From an optimization exercise on the open Yosys and OpenROAD flow, aimed at small area; shortcuts taken in it are not production practice. At most, simulation tests tie the RTL to the original design; equivalence was not proved. Power figures rest on the tool's default switching activity, not on a simulated workload.

==> job 3939: inputs <==
## dual_axis_pid_with_error_weighting_top
module dual_axis_pid_with_error_weighting_top #(
   parameter int CONTROL_HZ = 50,
   parameter int ANGLE_BITS = 16
) (
   input  logic        clock,
   input  logic        reset,
   input  logic        req_tvalid,
   output logic        req_tready,
   input  logic [31:0] req_tdata,
   input  logic [1:0]  req_tuser,
   output logic        rsp_tvalid,
   input  logic        rsp_tready,
   output logic [63:0] rsp_tdata,
   input  logic        csr_psel,
   input  logic        csr_penable,
   input  logic        csr_pwrite,
   input  logic [4:0]  csr_paddr,
   input  logic [31:0] csr_pwdata,
   output logic [31:0] csr_prdata,
   output logic        csr_pready
);
clock: 11.0 ns
lec_check: 0
cap_margin: 20
core_margin: 2
core_utilization: 40
place_density: 0.6
slew_margin: 20
standard.sh (not shown) runs the stock make flow with config.mk's settings and CLKGATE_MAP_FILE= SYNTH_SCRIPT=/design/flow/synth_recipe.tcl, a recipe that flattens the netlist after the stock synthesis.
==> flow/flow/run.sh <==
#!/bin/bash
# Standard ORFS layout with the smallest port buffer cell and a leaner clock tree:
# larger sink clusters, one buffer type and no dummy loads.
set -euo pipefail
export BUFFER_PORTS_ARGS="-buffer_cell sky130_fd_sc_hd__buf_1"
export CTS_ARGS="-sink_clustering_enable -repair_clock_nets -dont_use_dummy_load -sink_clustering_size 10 -sink_clustering_max_diameter 40 -buf_list sky130_fd_sc_hd__clkbuf_4"
bash standard.sh > standard.log 2>&1
==> job 1884 (differences from job 3939) <==
--- a/flow/design.v
+++ b/flow/design.v
@@ -27,14 +27,12 @@
    output logic        csr_pready
 );
    localparam logic [63:0] CFG0_DEF = {16'd522, 16'd410, 16'd41, 16'd4096};
    localparam logic [63:0] CFG1_DEF = {16'd41, 16'd3277, 16'd907, 16'd410};
    localparam logic [30:0] PI_Q29   = 31'd1686629713;
    localparam logic [21:0] K_STEP   = 22'd2108287;
-   localparam logic [63:0] K64      = {42'd0, K_STEP};
-   localparam logic [63:0] PI64     = {33'd0, PI_Q29};
    localparam logic [3:0] S_E  = 4'd0;   
    localparam logic [3:0] S_K  = 4'd1;   
    localparam logic [3:0] S_PE = 4'd2;   
    localparam logic [3:0] S_KP = 4'd3;   
    localparam logic [3:0] S_LI = 4'd4;   
    localparam logic [3:0] S_KI = 4'd5;   
@@ -54,25 +52,15 @@
    logic        above_q, far_q, clamp_q, stk_q;
    logic [2:0]  d3_q;
    logic [4:0]  dl_q;
    logic        ec_q, exd_q, o2d_q, t3c_q, c1_q, c2_q, c3_q, c4_q, ic_q;
    logic        m1c_q, m2c_q, td_q, sc_q;
    logic [5:0] phi_n, prel, prel_n;
-   logic [5:0] phi_c, cyc_c, cyc_n;
-   assign phi_c[0] = 1'b1;
-   assign cyc_c[0] = 1'b1;
-   for (genvar i = 0; i < 6; i++) begin : g_inc
-      assign phi_n[i] = phi_q[i] ^ phi_c[i];
-      assign cyc_n[i] = cyc_q[i] ^ cyc_c[i];
-      if (i < 5) begin : g_c
-         assign phi_c[i+1] = phi_q[i] & phi_c[i];
-         assign cyc_c[i+1] = cyc_q[i] & cyc_c[i];
-      end
-   end
+   assign phi_n  = phi_q + 6'd1;
    assign prel   = {phi_q[5] ^ axis_q, phi_q[4:0]};
-   assign prel_n = {phi_n[5] ^ axis_q, phi_n[4:0]};
+   assign prel_n = prel + 6'd1;
    logic [5:0] st_start, st_last;
    always_comb begin
       case (step_q)
          S_E:     begin st_start = 6'd0;  st_last = 6'd19; end
          S_K:     begin st_start = 6'd20; st_last = 6'd41; end
          S_PE:    begin st_start = 6'd62; st_last = 6'd50; end
@@ -81,12 +69,26 @@
          S_KI:    begin st_start = 6'd16; st_last = 6'd41; end
          S_E2:    begin st_start = 6'd0;  st_last = 6'd19; end
          S_PD:    begin st_start = 6'd20; st_last = 6'd50; end
          default: begin st_start = 6'd32; st_last = 6'd41; end
       endcase
    end
+   logic [5:0] nx_start;
+   always_comb begin
+      case (step_q)
+         S_E:     nx_start = 6'd20;
+         S_K:     nx_start = 6'd62;
+         S_PE:    nx_start = 6'd0;
+         S_KP:    nx_start = 6'd44;
+         S_LI:    nx_start = 6'd16;
+         S_KI:    nx_start = 6'd0;
+         S_E2:    nx_start = 6'd20;
+         S_PD:    nx_start = 6'd32;
+         default: nx_start = 6'd0;
+      endcase
+   end
    logic last, done;
    logic st_e, st_k, st_pe, st_kp, st_li, st_ki, st_e2, st_pd, st_kd;
    assign last  = run_q && (cyc_q == st_last);
    assign st_e  = run_q && (step_q == S_E);
    assign st_k  = run_q && (step_q == S_K);
    assign st_pe = run_q && (step_q == S_PE);
@@ -101,17 +103,12 @@
    assign c0    = (cyc_q == 6'd0);
    assign clt16 = (cyc_q[5:4] == 2'd0);
    assign c15   = (cyc_q == 6'd15);
    assign c16   = (cyc_q == 6'd16);
    assign c17   = (cyc_q == 6'd17);
    assign c18   = (cyc_q == 6'd18);
-   logic clt24, clt40, cge12, cge31;
-   assign clt24 = !cyc_q[5] && !(cyc_q[4] && cyc_q[3]);
-   assign clt40 = !(cyc_q[5] && (cyc_q[4] || cyc_q[3]));
-   assign cge12 = cyc_q[5] || cyc_q[4] || (cyc_q[3] && cyc_q[2]);
-   assign cge31 = cyc_q[5] || (&cyc_q[4:0]);
    logic [1:0] cmd;
    logic       req_acc, tick_go, wr_a, wr_b;
    assign cmd = req_tuser;
    always_comb begin
       case (cmd)
          2'd0:    req_tready = !busy_q && (phi_q == 6'd63);
@@ -123,40 +120,35 @@
    assign req_acc = req_tvalid && req_tready;
    assign wr_a    = req_acc && (cmd != 2'd3);
    assign wr_b    = req_acc && (cmd == 2'd2);
    assign tick_go = req_acc && (cmd == 2'd3) && (seen_q == 3'b111);
    logic [2:0] idx;
    logic       ring1, rd_al, wr_al, wc0, wc1, is_tol;
-   logic [1:0] blk, wblk;
+   logic [1:0] blk;
    assign idx = csr_paddr[4:2];
    always_comb begin
       case (idx)
-         3'd0:    begin ring1 = 1'b0; blk = 2'd0; wblk = 2'd3; end
-         3'd1:    begin ring1 = 1'b0; blk = 2'd1; wblk = 2'd0; end
-         3'd2:    begin ring1 = 1'b0; blk = 2'd2; wblk = 2'd1; end
-         3'd3:    begin ring1 = 1'b1; blk = 2'd2; wblk = 2'd1; end
-         3'd4:    begin ring1 = 1'b1; blk = 2'd3; wblk = 2'd2; end
-         3'd5:    begin ring1 = 1'b1; blk = 2'd0; wblk = 2'd3; end
-         3'd6:    begin ring1 = 1'b0; blk = 2'd3; wblk = 2'd2; end
-         default: begin ring1 = 1'b1; blk = 2'd1; wblk = 2'd0; end
+         3'd0:    begin ring1 = 1'b0; blk = 2'd0; end
+         3'd1:    begin ring1 = 1'b0; blk = 2'd1; end
+         3'd2:    begin ring1 = 1'b0; blk = 2'd2; end
+         3'd3:    begin ring1 = 1'b1; blk = 2'd2; end
+         3'd4:    begin ring1 = 1'b1; blk = 2'd3; end
+         3'd5:    begin ring1 = 1'b1; blk = 2'd0; end
+         3'd6:    begin ring1 = 1'b0; blk = 2'd3; end
+         default: begin ring1 = 1'b1; blk = 2'd1; end
       endcase
    end
    assign is_tol = (idx[2:1] == 2'b11);
    assign rd_al  = (phi_q[3:0] == 4'd0)  && (phi_q[5:4] == blk);
-   assign wr_al  = (phi_q[3:0] == 4'd15) && (phi_q[5:4] == wblk);
+   assign wr_al  = (phi_q[3:0] == 4'd15) && (phi_q[5:4] == blk - 2'd1);
    assign csr_pready = csr_pwrite ? wr_al : rd_al;
    assign wc0 = csr_psel && csr_penable && csr_pwrite && wr_al && !ring1;
    assign wc1 = csr_psel && csr_penable && csr_pwrite && wr_al && ring1;
    logic [15:0] rd_lo, wdat, def0_blk, def1_blk;
-   logic        restore, ld0, ld1;
-   logic [15:0] bus0, bus1;
+   logic        restore;
    assign restore = rst_pend_q && (phi_q[3:0] == 4'd15);
-   assign ld0  = reset || restore || wc0;
-   assign ld1  = reset || restore || wc1;
-   assign bus0 = reset ? CFG0_DEF[15:0] : (wc0 ? wdat : def0_blk);
-   assign bus1 = reset ? CFG1_DEF[15:0] : (wc1 ? wdat : def1_blk);
    always_comb begin
       case (phi_q[5:4])
          2'd0:    begin def0_blk = CFG0_DEF[31:16]; def1_blk = CFG1_DEF[31:16]; end
          2'd1:    begin def0_blk = CFG0_DEF[47:32]; def1_blk = CFG1_DEF[47:32]; end
          2'd2:    begin def0_blk = CFG0_DEF[63:48]; def1_blk = CFG1_DEF[63:48]; end
          default: begin def0_blk = CFG0_DEF[15:0];  def1_blk = CFG1_DEF[15:0];  end
@@ -189,53 +181,44 @@
    logic ep_b, ep_op, e_op, d_b, dcin;
    assign ep_b  = st_q[28] && !zero_q;
    assign e_op  = clt16 ? e_b : exd_q;
    assign ep_op = clt16 ? ep_b : o2d_q;
    assign dcin  = c0 ? 1'b1 : c1_q;
    assign d_b   = e_op ^ !ep_op ^ dcin;
-   logic        gtap, s_in, rnd, mul_on, o_b, gsgn_q;
+   logic        gtap, s_in, sgn, rnd, mul_on, o_b;
    logic [19:0] pp;
    logic [20:0] msum;
    logic        kbit, pibit;
    assign gtap   = axis_q ? cfg1_q[0] : cfg0_q[0];
-   assign kbit   = K64[cyc_q];
-   assign pibit  = PI64[cyc_q];
+   assign kbit   = (cyc_q < 6'd22) && K_STEP[cyc_q[4:0]];
+   assign pibit  = (cyc_q < 6'd31) && PI_Q29[cyc_q[4:0]];
    assign mul_on = st_k || st_pe || st_pd || st_kp || st_ki || st_kd;
    always_comb begin
       if (st_k)                     s_in = kbit;
       else if (st_pe || st_pd)      s_in = pibit;
-      else if (st_kp || st_ki || st_kd) s_in = clt16 ? gtap : gsgn_q;
+      else if (st_kp || st_ki || st_kd) s_in = clt16 && gtap;
       else                          s_in = 1'b0;
    end
+   assign sgn  = (st_kp || st_ki || st_kd) && c15;
    assign rnd  = ((st_pe || st_pd) && (cyc_q == 6'd27)) ||
                  (st_k && (cyc_q == 6'd24) && x_q[19] && stk_q);
-   assign pp   = {20{s_in}} & x_q;
-   logic        mcin;
-   logic [20:0] ma, mb;
-   logic [21:0] mc;
-   assign mcin = rnd;
-   assign ma   = {acc_q[19], acc_q};
-   assign mb   = {pp[19], pp};
-   assign mc[0] = mcin;
-   for (genvar i = 0; i < 21; i++) begin : g_madd
-      assign msum[i]  = ma[i] ^ mb[i] ^ mc[i];
-      assign mc[i+1]  = (ma[i] & mb[i]) | (ma[i] & mc[i]) | (mb[i] & mc[i]);
-   end
+   assign pp   = {20{s_in}} & (x_q ^ {20{sgn}});
+   assign msum = {acc_q[19], acc_q} + {pp[19], pp} + {20'd0, (s_in && sgn) || rnd};
    assign o_b  = msum[0];
    logic ib, isum, icin, ihi;
    assign ihi  = (cyc_q == 6'd40) ? i16_q[axis_q] : i17_q[axis_q];
-   assign ib   = !zero_q && (!clt40 ? ihi : st_q[0]);
+   assign ib   = !zero_q && ((cyc_q < 6'd40) ? st_q[0] : ihi);
    assign icin = (cyc_q != 6'd24) && ic_q;
    assign isum = ib ^ o_b ^ icin;
    logic lv;
    assign lv = !clamp_q && st_q[0];
    logic x1s, q50;
    assign x1s = dl_q[0] ^ dl_q[3] ^ m1c_q;
    assign q50 = x1s ^ dl_q[4] ^ m2c_q;
    logic acc_win, term, tw, tdin, s_old, sadd, scin;
-   assign acc_win = (st_kp || st_ki || st_kd) && cge12;
+   assign acc_win = (st_kp || st_ki || st_kd) && (cyc_q >= 6'd12);
    assign term    = st_kd ? q50 : o_b;
    assign tdin    = (cyc_q != 6'd12) && td_q;
    assign tw      = !above_q ? 1'b0 : (far_q ? tdin : term);
    assign s_old   = !st_kp && (axis_q ? resy_q[0] : resr_q[0]);
    assign scin    = (cyc_q != 6'd12) && sc_q;
    assign sadd    = tw ^ s_old ^ scin;
@@ -252,34 +235,41 @@
       end else if (st_li) begin
          x_sh = 1'b1;
          if (clt16)    x_in = lv;
          else if (c16) x_in = clamp_q || i16_q[axis_q];
          else if (c17) x_in = i17_q[axis_q];
          else          x_in = x_q[19];
-      end else if ((st_pe || st_pd) && cge31) begin
+      end else if ((st_pe || st_pd) && (cyc_q >= 6'd31)) begin
          x_sh = 1'b1;
          x_in = d3_q[2];
       end
    end
    always_ff @(posedge clock) begin
       phi_q <= reset ? 6'd0 : phi_n;
       for (int j = 0; j < 64; j++) begin
          cfg0_q[j] <= cfg0_q[(j+1)%64];
          cfg1_q[j] <= cfg1_q[(j+1)%64];
       end
-      if (ld0) cfg0_q[15:0] <= bus0;
-      if (ld1) cfg1_q[15:0] <= bus1;
+      if (reset) begin
+         cfg0_q[15:0] <= CFG0_DEF[15:0];
+         cfg1_q[15:0] <= CFG1_DEF[15:0];
+      end else begin
+         if (wc0)          cfg0_q[15:0] <= wdat;
+         else if (restore) cfg0_q[15:0] <= def0_blk;
+         if (wc1)          cfg1_q[15:0] <= wdat;
+         else if (restore) cfg1_q[15:0] <= def1_blk;
+      end
       rst_pend_q <= reset || (rst_pend_q && (phi_q != 6'd63));
       for (int j = 0; j < 64; j++) begin
          if (j < 16 && wr_a)                 smp_q[j] <= req_tdata[j%16];
          else if (j >= 32 && j < 48 && wr_b) smp_q[j] <= req_tdata[16 + (j%16)];
          else                                smp_q[j] <= smp_q[(j+1)%64];
       end
       for (int j = 0; j < 63; j++) st_q[j] <= st_q[j+1];
       if (st_e2 && clt16)                            st_q[27] <= e_b;
-      if (st_k && !clt24 && clt40)                   st_q[63] <= isum;
+      if (st_k && cyc_q >= 6'd24 && cyc_q < 6'd40)   st_q[63] <= isum;
       else if (st_li && clt16)                       st_q[63] <= lv;
       else                                           st_q[63] <= st_q[0];
       if (st_k && cyc_q == 6'd40) i16_q[axis_q] <= isum;
       if (st_k && cyc_q == 6'd41) i17_q[axis_q] <= isum;
       if (st_li && c16)           i16_q[axis_q] <= clamp_q || i16_q[axis_q];
       if (reset) begin
@@ -323,16 +313,16 @@
                   end else begin
                      axis_q <= 1'b1;
                      run_q  <= 1'b0;
                   end
                end else begin
                   step_q <= step_q + 4'd1;
-                  run_q  <= (step_q == S_E) || (step_q == S_K) || (step_q == S_E2);
+                  run_q  <= (prel_n == nx_start);
                end
             end else begin
-               cyc_q <= cyc_n;
+               cyc_q <= cyc_q + 6'd1;
             end
          end
       end
       if (x_sh) x_q <= {x_in, x_q[19:1]};
       acc_q <= (mul_on && !last) ? msum[20:1] : 20'd0;
       d3_q  <= {d3_q[1:0], o_b};
@@ -350,19 +340,18 @@
       end
       t3c_q <= (tl & tld) | (tl & t3cin) | (tld & t3cin);
       c2_q  <= (tl & ex) | (tl & c2in) | (ex & c2in);
       c3_q  <= (t3 & !e2) | (t3 & c3in) | (!e2 & c3in);
       c4_q  <= (t3 & e2) | (t3 & c4in) | (e2 & c4in);
       exd_q <= ex;
-      if (c15) gsgn_q <= gtap;
       ic_q  <= (ib & o_b) | (ib & icin) | (o_b & icin);
       td_q  <= term;
       sc_q  <= (tw & s_old) | (tw & scin) | (s_old & scin);
       if (st_k) begin
-         if (clt24)              stk_q <= (!c0 && stk_q) || o_b;
-         else if (clt40)         stk_q <= (cyc_q != 6'd24 && stk_q) || isum;
+         if (cyc_q < 6'd24)      stk_q <= (!c0 && stk_q) || o_b;
+         else if (cyc_q < 6'd40) stk_q <= (cyc_q != 6'd24 && stk_q) || isum;
          if (cyc_q == 6'd41)
             clamp_q <= (!isum && i16_q[axis_q] && stk_q) || (isum && !i16_q[axis_q]);
       end
       dl_q  <= {dl_q[3:0], o_b};
       m1c_q <= (dl_q[0] & dl_q[3]) | (dl_q[0] & m1c_q) | (dl_q[3] & m1c_q);
       m2c_q <= (x1s & dl_q[4]) | (x1s & m2c_q) | (dl_q[4] & m2c_q);
==> flow/flow/run.sh (replaced) <==
#!/bin/bash
# Standard ORFS layout with the smallest port buffer cell and a leaner clock tree:
# larger sink clusters, one buffer type and no dummy loads.
set -euo pipefail
export BUFFER_PORTS_ARGS="-buffer_cell sky130_fd_sc_hd__buf_1"
export CTS_ARGS="-sink_clustering_enable -repair_clock_nets -dont_use_dummy_load -sink_clustering_size 16 -sink_clustering_max_diameter 50 -buf_list sky130_fd_sc_hd__clkbuf_8"
bash standard.sh > standard.log 2>&1
==> job 2904 (differences from job 3939) <==
--- a/flow/design.v
+++ b/flow/design.v
@@ -81,12 +81,26 @@
          S_KI:    begin st_start = 6'd16; st_last = 6'd41; end
          S_E2:    begin st_start = 6'd0;  st_last = 6'd19; end
          S_PD:    begin st_start = 6'd20; st_last = 6'd50; end
          default: begin st_start = 6'd32; st_last = 6'd41; end
       endcase
    end
+   logic [5:0] nx_start;
+   always_comb begin
+      case (step_q)
+         S_E:     nx_start = 6'd20;
+         S_K:     nx_start = 6'd62;
+         S_PE:    nx_start = 6'd0;
+         S_KP:    nx_start = 6'd44;
+         S_LI:    nx_start = 6'd16;
+         S_KI:    nx_start = 6'd0;
+         S_E2:    nx_start = 6'd20;
+         S_PD:    nx_start = 6'd32;
+         default: nx_start = 6'd0;
+      endcase
+   end
    logic last, done;
    logic st_e, st_k, st_pe, st_kp, st_li, st_ki, st_e2, st_pd, st_kd;
    assign last  = run_q && (cyc_q == st_last);
    assign st_e  = run_q && (step_q == S_E);
    assign st_k  = run_q && (step_q == S_K);
    assign st_pe = run_q && (step_q == S_PE);
@@ -144,19 +158,14 @@
    assign rd_al  = (phi_q[3:0] == 4'd0)  && (phi_q[5:4] == blk);
    assign wr_al  = (phi_q[3:0] == 4'd15) && (phi_q[5:4] == wblk);
    assign csr_pready = csr_pwrite ? wr_al : rd_al;
    assign wc0 = csr_psel && csr_penable && csr_pwrite && wr_al && !ring1;
    assign wc1 = csr_psel && csr_penable && csr_pwrite && wr_al && ring1;
    logic [15:0] rd_lo, wdat, def0_blk, def1_blk;
-   logic        restore, ld0, ld1;
-   logic [15:0] bus0, bus1;
+   logic        restore;
    assign restore = rst_pend_q && (phi_q[3:0] == 4'd15);
-   assign ld0  = reset || restore || wc0;
-   assign ld1  = reset || restore || wc1;
-   assign bus0 = reset ? CFG0_DEF[15:0] : (wc0 ? wdat : def0_blk);
-   assign bus1 = reset ? CFG1_DEF[15:0] : (wc1 ? wdat : def1_blk);
    always_comb begin
       case (phi_q[5:4])
          2'd0:    begin def0_blk = CFG0_DEF[31:16]; def1_blk = CFG1_DEF[31:16]; end
          2'd1:    begin def0_blk = CFG0_DEF[47:32]; def1_blk = CFG1_DEF[47:32]; end
          2'd2:    begin def0_blk = CFG0_DEF[63:48]; def1_blk = CFG1_DEF[63:48]; end
          default: begin def0_blk = CFG0_DEF[15:0];  def1_blk = CFG1_DEF[15:0];  end
@@ -189,33 +198,34 @@
    logic ep_b, ep_op, e_op, d_b, dcin;
    assign ep_b  = st_q[28] && !zero_q;
    assign e_op  = clt16 ? e_b : exd_q;
    assign ep_op = clt16 ? ep_b : o2d_q;
    assign dcin  = c0 ? 1'b1 : c1_q;
    assign d_b   = e_op ^ !ep_op ^ dcin;
-   logic        gtap, s_in, rnd, mul_on, o_b, gsgn_q;
+   logic        gtap, s_in, sgn, rnd, mul_on, o_b;
    logic [19:0] pp;
    logic [20:0] msum;
    logic        kbit, pibit;
    assign gtap   = axis_q ? cfg1_q[0] : cfg0_q[0];
    assign kbit   = K64[cyc_q];
    assign pibit  = PI64[cyc_q];
    assign mul_on = st_k || st_pe || st_pd || st_kp || st_ki || st_kd;
    always_comb begin
       if (st_k)                     s_in = kbit;
       else if (st_pe || st_pd)      s_in = pibit;
-      else if (st_kp || st_ki || st_kd) s_in = clt16 ? gtap : gsgn_q;
+      else if (st_kp || st_ki || st_kd) s_in = clt16 && gtap;
       else                          s_in = 1'b0;
    end
+   assign sgn  = (st_kp || st_ki || st_kd) && c15;
    assign rnd  = ((st_pe || st_pd) && (cyc_q == 6'd27)) ||
                  (st_k && (cyc_q == 6'd24) && x_q[19] && stk_q);
-   assign pp   = {20{s_in}} & x_q;
+   assign pp   = {20{s_in}} & (x_q ^ {20{sgn}});
    logic        mcin;
    logic [20:0] ma, mb;
    logic [21:0] mc;
-   assign mcin = rnd;
+   assign mcin = (s_in && sgn) || rnd;
    assign ma   = {acc_q[19], acc_q};
    assign mb   = {pp[19], pp};
    assign mc[0] = mcin;
    for (genvar i = 0; i < 21; i++) begin : g_madd
       assign msum[i]  = ma[i] ^ mb[i] ^ mc[i];
       assign mc[i+1]  = (ma[i] & mb[i]) | (ma[i] & mc[i]) | (mb[i] & mc[i]);
@@ -263,14 +273,21 @@
    always_ff @(posedge clock) begin
       phi_q <= reset ? 6'd0 : phi_n;
       for (int j = 0; j < 64; j++) begin
          cfg0_q[j] <= cfg0_q[(j+1)%64];
          cfg1_q[j] <= cfg1_q[(j+1)%64];
       end
-      if (ld0) cfg0_q[15:0] <= bus0;
-      if (ld1) cfg1_q[15:0] <= bus1;
+      if (reset) begin
+         cfg0_q[15:0] <= CFG0_DEF[15:0];
+         cfg1_q[15:0] <= CFG1_DEF[15:0];
+      end else begin
+         if (wc0)          cfg0_q[15:0] <= wdat;
+         else if (restore) cfg0_q[15:0] <= def0_blk;
+         if (wc1)          cfg1_q[15:0] <= wdat;
+         else if (restore) cfg1_q[15:0] <= def1_blk;
+      end
       rst_pend_q <= reset || (rst_pend_q && (phi_q != 6'd63));
       for (int j = 0; j < 64; j++) begin
          if (j < 16 && wr_a)                 smp_q[j] <= req_tdata[j%16];
          else if (j >= 32 && j < 48 && wr_b) smp_q[j] <= req_tdata[16 + (j%16)];
          else                                smp_q[j] <= smp_q[(j+1)%64];
       end
@@ -323,13 +340,13 @@
                   end else begin
                      axis_q <= 1'b1;
                      run_q  <= 1'b0;
                   end
                end else begin
                   step_q <= step_q + 4'd1;
-                  run_q  <= (step_q == S_E) || (step_q == S_K) || (step_q == S_E2);
+                  run_q  <= (prel_n == nx_start);
                end
             end else begin
                cyc_q <= cyc_n;
             end
          end
       end
@@ -350,13 +367,12 @@
       end
       t3c_q <= (tl & tld) | (tl & t3cin) | (tld & t3cin);
       c2_q  <= (tl & ex) | (tl & c2in) | (ex & c2in);
       c3_q  <= (t3 & !e2) | (t3 & c3in) | (!e2 & c3in);
       c4_q  <= (t3 & e2) | (t3 & c4in) | (e2 & c4in);
       exd_q <= ex;
-      if (c15) gsgn_q <= gtap;
       ic_q  <= (ib & o_b) | (ib & icin) | (o_b & icin);
       td_q  <= term;
       sc_q  <= (tw & s_old) | (tw & scin) | (s_old & scin);
       if (st_k) begin
          if (clt24)              stk_q <= (!c0 && stk_q) || o_b;
          else if (clt40)         stk_q <= (cyc_q != 6'd24 && stk_q) || isum;
==> job 8683 (differences from job 3939) <==
- ABC_AREA: default -> 1
==> run notes <==
| quantity | job 1884 | job 8683 | job 3939 | job 2904 |
|---|---|---|---|---|
| Clock slew at reported path FFs | 90 ps | 110 ps | 80 ps | 100 ps |
| Type of the worst setup path | input port to output pin | register to register | register to register | register to register |
| Area delta synth->final | 10.0% | 9.10% | 8.97% | 9.44% |
| Clk_buf instances | 39 | 52 | 56 | 57 |
| Fraction of final layout cells with drive strength greater than 1 | 8.58% | 7.53% | 9.13% | 11.5% |
| Clock-cell share of area | 3.29% | 2.51% | 2.69% | 2.71% |
| Sequential share of power | 65.9% | 68.7% | 68.1% | 67.9% |
| DP Wirelength | 18.4 mm | 17.7 mm | 17.5 mm | 16.7 mm |
| Total clock sinks | 420 | 416 | 416 | 420 |
| R2r startpoint | cyc_q[0] | step_q[0] | step_q[0] | step_q[3] |
| Met3 Wirelength | 1.52 mm | 2.05 mm | 2.01 mm | 1.93 mm |
| Run status | no timing/DRC/antenna violations | no timing/DRC/antenna violations | no timing/DRC/antenna violations | no timing/DRC/antenna violations |
| Final core utilization | 44.6% | 44.0% | 44.1% | 44.4% |
Only the layout flow was run in job 3939, job 1884 and job 8683; the RTL was not checked for function there.

## static timing again, ports no longer ideal
Ports are ideal in the flow. The routed layouts listed here were re-timed in OpenROAD.
Step 1, drivers: a clkbuf_16 drives clock and a buf_2 each remaining input, both assumed.
Step 2 adds t to the input delays and takes it off the output delays; t is the mean of the earliest and latest rising clock arrival at the registers after step 1. Input paths then give back, and output paths get back, about the clock's delay inside the block.
a / b / c = ideal ports / drivers / drivers and shift; a / b = the first two.
run	t, ns	slack for setup (ns)	worst setup path after step 2
job 3939	0.752	0.682 / 0.682 / 0.682	register to register
job 1884	0.608	5.171 / 5.148 / 5.148	input to output
job 2904	0.761	0.844 / 0.844 / 0.844	register to register
job 8683	0.724	1.371 / 1.371 / 1.371	register to register
After both steps every run listed still meets setup and hold. The setup slack of job 1884, which loses most, moves by -0.023 ns with the drivers and by -0.023 ns with both steps.
